Background: an optimization exercise with open tools, aiming at small area, a short achievable clock period and few clock cycles per item. Do not read the settings as production practice.
RTL that was checked went through simulation tests only; none was proved equivalent to the original.
Power and IR drop assume default switching activity.

// aes_dec_top
module aes_dec_top
(
    input  logic        clk,
    input  logic        reset,
    input  logic [11:0] paddr,
    input  logic        psel,
    input  logic        penable,
    input  logic        pwrite,
    input  logic [31:0] pwdata,
    output logic [31:0] prdata,
    output logic        pready,
    output logic        pslverr
);
Settings: LEC_CHECK=0, CAP_MARGIN=20, CORE_MARGIN=2, CORE_UTILIZATION=40, CTS_CLUSTER_DIAMETER=100, CTS_CLUSTER_SIZE=25, SLEW_MARGIN=20, TNS_END_PERCENT=5; clock period 10.0 ns.
standard.sh (not shown) runs the stock make flow with config.mk's settings and CLKGATE_MAP_FILE= SYNTH_SCRIPT=/design/flow/synth_recipe.tcl, a recipe that flattens the netlist after the stock synthesis.
==> flow/flow/run.sh <==
#!/bin/bash
# The standard layout (standard.sh, its synthesis unchanged) with two changes to how the layout
# is made: the port buffers are buf_2 cells, and timing repair works until the setup slack reaches
# SETUP_SLACK_MARGIN, well above zero at the 10 ns clock. The tools' output goes to standard.log.
set -euo pipefail
export SETUP_SLACK_MARGIN=7.0
export BUFFER_PORTS_ARGS="-buffer_cell sky130_fd_sc_hd__buf_2"
bash standard.sh > standard.log 2>&1
Testbench counts at the start, summed over its fixed seeds: cycles 6,912, blocks 192.
Edit:
--- a/flow/design.v
+++ b/flow/design.v
@@ -599,19 +599,19 @@
 `default_nettype wire
 `default_nettype none
 module aes_round_key_store
 (
     input  logic         clk,
     input  logic         key_we,
     input  logic [5:0]   key_addr,
     input  logic [31:0]  key_wdata,
     input  logic [31:0]  wdata_z,      
-    input  logic [9:0]   round_sel,    
+    input  logic [39:0]  round_sel,    
     output logic [127:0] round_key,    
     output logic [127:0] last_key      
 );
     logic [31:0] mem [44];
     logic [31:0] wdata_g;
     logic [31:0] c63;
     logic [31:0] kc;
     logic        pend_q;
     logic [5:0]  pend_addr_q;
@@ -649,21 +649,24 @@
             end
         end
     end
     assign last_key = {mem[40], mem[41], mem[42], mem[43]};
     always_comb
     begin
         round_key = '0;
         for (int r = 0; r < 10; r++)
         begin
-            if (round_sel[r])
+            for (int c = 0; c < 4; c++)
             begin
-                round_key = round_key | {mem[4 * r], mem[4 * r + 1], mem[4 * r + 2], mem[4 * r + 3]};
+                if (round_sel[10 * c + r])
+                begin
+                    round_key[127 - 32 * c -: 32] = round_key[127 - 32 * c -: 32] | mem[4 * r + c];
+                end
             end
         end
     end
 endmodule
 `default_nettype wire
 `default_nettype none
 module aes_dec_regs
 (
     input  logic         clk,
@@ -762,24 +765,21 @@
     assign pslverr = err_q;
     assign pready  = 1'b1;  
     assign we        = wr_q;  
     assign key_we    = we && key_q;
     assign key_addr  = widx_q;
     assign key_wdata = pwdata;
     assign start     = we && ctrl_q && pwdata[0];
     always_ff @(posedge clk)
     begin
-        for (int w = 0; w < 4; w++)
+        if (we && din_q)
         begin
-            if (we && din_q && (widx_q[1:0] == 2'(w)))
-            begin
-                ciphertext[127 - 32 * w -: 32] <= wdata_z;
-            end
+            ciphertext[127 - 32 * widx_q[1:0] -: 32] <= wdata_z;
         end
     end
     always_ff @(posedge clk)
     begin
         if (reset)
         begin
             busy <= 1'b0;
             done <= 1'b0;
         end
@@ -799,37 +799,38 @@
 `default_nettype none
 module aes_dec_engine
 (
     input  logic         clk,
     input  logic         reset,
     input  logic         start,
     input  logic [127:0] ciphertext,
     input  logic [127:0] last_key,
     input  logic [127:0] round_key,
-    output logic [9:0]   round_sel,   
+    output logic [39:0]  round_sel,   
     output logic         fin,         
     output logic [127:0] plaintext
 );
     logic         run;
     logic         ph;        
     logic [9:0]   rsel;      
+    logic [9:0]   ksel [4];  
     logic         pend_q;
     logic         z_ok_q;    
     logic         go;
     logic [127:0] state_q;
     logic [63:0]  norm_q;    
     logic [127:0] state_d;
     logic [63:0]  norm_d;
     logic [127:0] a_q;
     logic [127:0] z0;
     logic [127:0] s1_out;
     logic [127:0] s2_out;
-    assign round_sel = rsel;
+    assign round_sel = {ksel[3], ksel[2], ksel[1], ksel[0]};
     assign plaintext = a_q;
     aes_z0 i_z0 (
         .ct  (ciphertext),
         .k10 (last_key),
         .z   (z0)
     );
     aes_inv_s1 i_s1 (
         .x  (state_q),
         .d  (norm_q),
@@ -852,18 +853,36 @@
         state_q <= state_d;
         norm_q  <= norm_d;
         if (go || (run && !ph))
         begin
             a_q <= s1_out;
         end
     end
     always_ff @(posedge clk)
     begin
+        for (int c = 0; c < 4; c++)
+        begin
+            if (reset)
+            begin
+                ksel[c] <= 10'b10_0000_0000;
+            end
+            else if (go)
+            begin
+                ksel[c] <= 10'b01_0000_0000;
+            end
+            else if (run && !ph)
+            begin
+                ksel[c] <= ksel[c][0] ? 10'b10_0000_0000 : (ksel[c] >> 1);
+            end
+        end
+    end
+    always_ff @(posedge clk)
+    begin
         if (reset)
         begin
             run    <= 1'b0;
             ph     <= 1'b0;
             rsel   <= 10'b10_0000_0000;
             pend_q <= 1'b0;
             z_ok_q <= 1'b0;
         end
         else
@@ -914,19 +933,19 @@
     logic [5:0]   key_addr;
     logic [31:0]  key_wdata;
     logic         start;
     logic         fin;
     logic [127:0] ciphertext;
     logic [127:0] plaintext;
     logic [127:0] round_key;
     logic [127:0] last_key;
     logic [31:0]  wdata_z;
-    logic [9:0]   round_sel;
+    logic [39:0]  round_sel;
     aes_dec_regs i_aes_dec_regs (
         .clk        (clk),
         .reset      (reset),
         .paddr      (paddr),
         .psel       (psel),
         .penable    (penable),
         .pwrite     (pwrite),
         .pwdata     (pwdata),
         .prdata     (prdata),
Effect: Cell area went up by 4.1%. Hold slack gains 9.8 ps. Cell count came out higher by about 6%. Via count came out higher by 8.1%. Total power rose by about 5%. Non-clock buffer count came out higher by 142. Register-to-register slack improved by 50 ps.
Only the layout flow was run in the second run of this note; the RTL was not checked for function there.

========
aes_dec_top, a different RTL version from the one above (not shown whole).
Size in the first run: ~7000 cells after synthesis, ~83 I/O pins.
export LEC_CHECK = 0
export CAP_MARGIN = 20
export CORE_MARGIN = 2
export CORE_UTILIZATION = 40
export CTS_CLUSTER_DIAMETER = 100
export CTS_CLUSTER_SIZE = 25
export SLEW_MARGIN = 20
export TNS_END_PERCENT = 5
create_clock -name core_clock -period 10.0 [get_ports {clk}]
Scripts as last shown in full above: flow/flow/run.sh
==> next run, changes <==
--- a/flow/design.v
+++ b/flow/design.v
@@ -669,15 +669,14 @@
     output logic         pslverr,
     input  logic         fin,         
     input  logic [127:0] plaintext,   
     output logic         key_we,
     output logic [5:0]   key_addr,
     output logic [31:0]  key_wdata,
     output logic         start,
-    output logic         ctrl_wr,     
     output logic [31:0]  wdata_z,     
     output logic [127:0] ciphertext   
 );
     logic        busy;
     logic        done;
     logic        busy_n;
     logic        done_n;
@@ -753,16 +752,15 @@
     assign prdata  = prdata_q;
     assign pslverr = err_q;
     assign pready  = 1'b1;  
     assign we        = wr_q;  
     assign key_we    = we && key_q;
     assign key_addr  = widx_q;
     assign key_wdata = pwdata;
-    assign ctrl_wr   = we && ctrl_q;
-    assign start     = ctrl_wr && pwdata[0];
+    assign start     = we && ctrl_q && pwdata[0];
     always_ff @(posedge clk)
     begin
         for (int w = 0; w < 4; w++)
         begin
             if (we && din_q && (widx_q[1:0] == 2'(w)))
             begin
                 ciphertext[127 - 32 * w -: 32] <= wdata_z;
@@ -791,31 +789,27 @@
 `default_nettype wire
 `default_nettype none
 module aes_dec_engine
 (
     input  logic         clk,
     input  logic         reset,
     input  logic         start,
-    input  logic         ctrl_wr,     
-    input  logic         start_bit,
     input  logic [127:0] ciphertext,
     input  logic [127:0] last_key,
     input  logic [127:0] round_key,
     output logic [9:0]   round_sel,   
     output logic         fin,         
     output logic [127:0] plaintext
 );
     logic         run;
     logic         ph;        
     logic [9:0]   rsel;      
     logic         pend_q;
     logic         z_ok_q;    
     logic         go;
-    logic         rdy;
-    logic         a_en;
     logic [127:0] state_q;
     logic [63:0]  norm_q;    
     logic [127:0] state_d;
     logic [63:0]  norm_d;
     logic [127:0] a_q;
     logic [127:0] z0;
     logic [127:0] s1_out;
@@ -833,28 +827,26 @@
         .kg (round_key),
         .a  (s1_out)
     );
     aes_inv_s2 i_s2 (
         .a (a_q),
         .y (s2_out)
     );
-    assign rdy = z_ok_q && !run;
-    assign go  = (start || pend_q) && rdy;
-    assign a_en = (start_bit && (ctrl_wr && rdy)) || ((pend_q && rdy) || (run && !ph));
+    assign go  = (start || pend_q) && z_ok_q && !run;
     assign fin = run && ph && rsel[0];
     assign state_d = run ? s2_out : z0;
     aes_norms i_norms (
         .x (state_d),
         .d (norm_d)
     );
     always_ff @(posedge clk)
     begin
         state_q <= state_d;
         norm_q  <= norm_d;
-        if (a_en)
+        if (go || (run && !ph))
         begin
             a_q <= s1_out;
         end
     end
     always_ff @(posedge clk)
     begin
         if (reset)
@@ -909,15 +901,14 @@
     output logic        pready,
     output logic        pslverr
 );
     logic         key_we;
     logic [5:0]   key_addr;
     logic [31:0]  key_wdata;
     logic         start;
-    logic         ctrl_wr;
     logic         fin;
     logic [127:0] ciphertext;
     logic [127:0] plaintext;
     logic [127:0] round_key;
     logic [127:0] last_key;
     logic [31:0]  wdata_z;
     logic [9:0]   round_sel;
@@ -934,15 +925,14 @@
         .pslverr    (pslverr),
         .fin        (fin),
         .plaintext  (plaintext),
         .key_we     (key_we),
         .key_addr   (key_addr),
         .key_wdata  (key_wdata),
         .start      (start),
-        .ctrl_wr    (ctrl_wr),
         .wdata_z    (wdata_z),
         .ciphertext (ciphertext)
     );
     aes_round_key_store i_aes_round_key_store (
         .clk       (clk),
         .key_we    (key_we),
         .key_addr  (key_addr),
@@ -952,16 +942,14 @@
         .round_key (round_key),
         .last_key  (last_key)
     );
     aes_dec_engine i_aes_dec_engine (
         .clk        (clk),
         .reset      (reset),
         .start      (start),
-        .ctrl_wr    (ctrl_wr),
-        .start_bit  (pwdata[0]),
         .ciphertext (ciphertext),
         .last_key   (last_key),
         .round_key  (round_key),
         .round_sel  (round_sel),
         .fin        (fin),
         .plaintext  (plaintext)
     );
Clock skew falls by 0.043 ns.
Fmax is higher by 0.40%.
Final area is lower by 0.99%.
Flip-flop and latch count stays the same.
Non-clock buffer count drops by 8.
Setup slack gains 0.014 ns.
Synthesized cell count rose by 1.1%.
Core utilization barely changes.
Die area goes down by 0.83%.
Power came out higher by 0.77%.
Cell count climbs by 0.56%.
Combinational power came out lower by 5.9%.
Global-route usage is about the same.
Worst hold slack loses 0.023 ns.
No functional check of the RTL was part of any run of this note.

static timing again, ports no longer ideal:
The results above use ideal ports. As a check the final layouts listed here were re-extracted and re-timed, cells and wires unchanged. Step 1 assumes that a clkbuf_16 drives the clock port and a buf_2 every other input. Step 2 times the ports against the registers' clock, not the clock port: input delays grow and output delays shrink by t, the midpoint of the rising clock arrivals with the driver on. a / b / c = no drivers / after step 1 / after step 2; a / b = the first two.
run | t (ns) | slack for setup (ns) | clock arrival spread, ns | pins driven straight from the clock port
the first run of note 1 | 0.853 | 6.627 / 6.522 / 5.669 | 0.045 / 0.045 | 1
the second run of note 1 | 0.877 | 6.679 / 6.589 / 5.827 | 0.045 / 0.046 | 1
the first run of note 2 | 0.861 | 6.585 / 6.585 / 5.799 | 0.086 / 0.085 | 1
the second run of note 2 | 0.885 | 6.599 / 6.561 / 5.769 | 0.055 / 0.055 | 1
After both steps setup and hold are still met in every run listed. The setup slack of the first run of note 1, which loses most, moves by -0.105 ns with the drivers and by -0.958 ns with both steps.
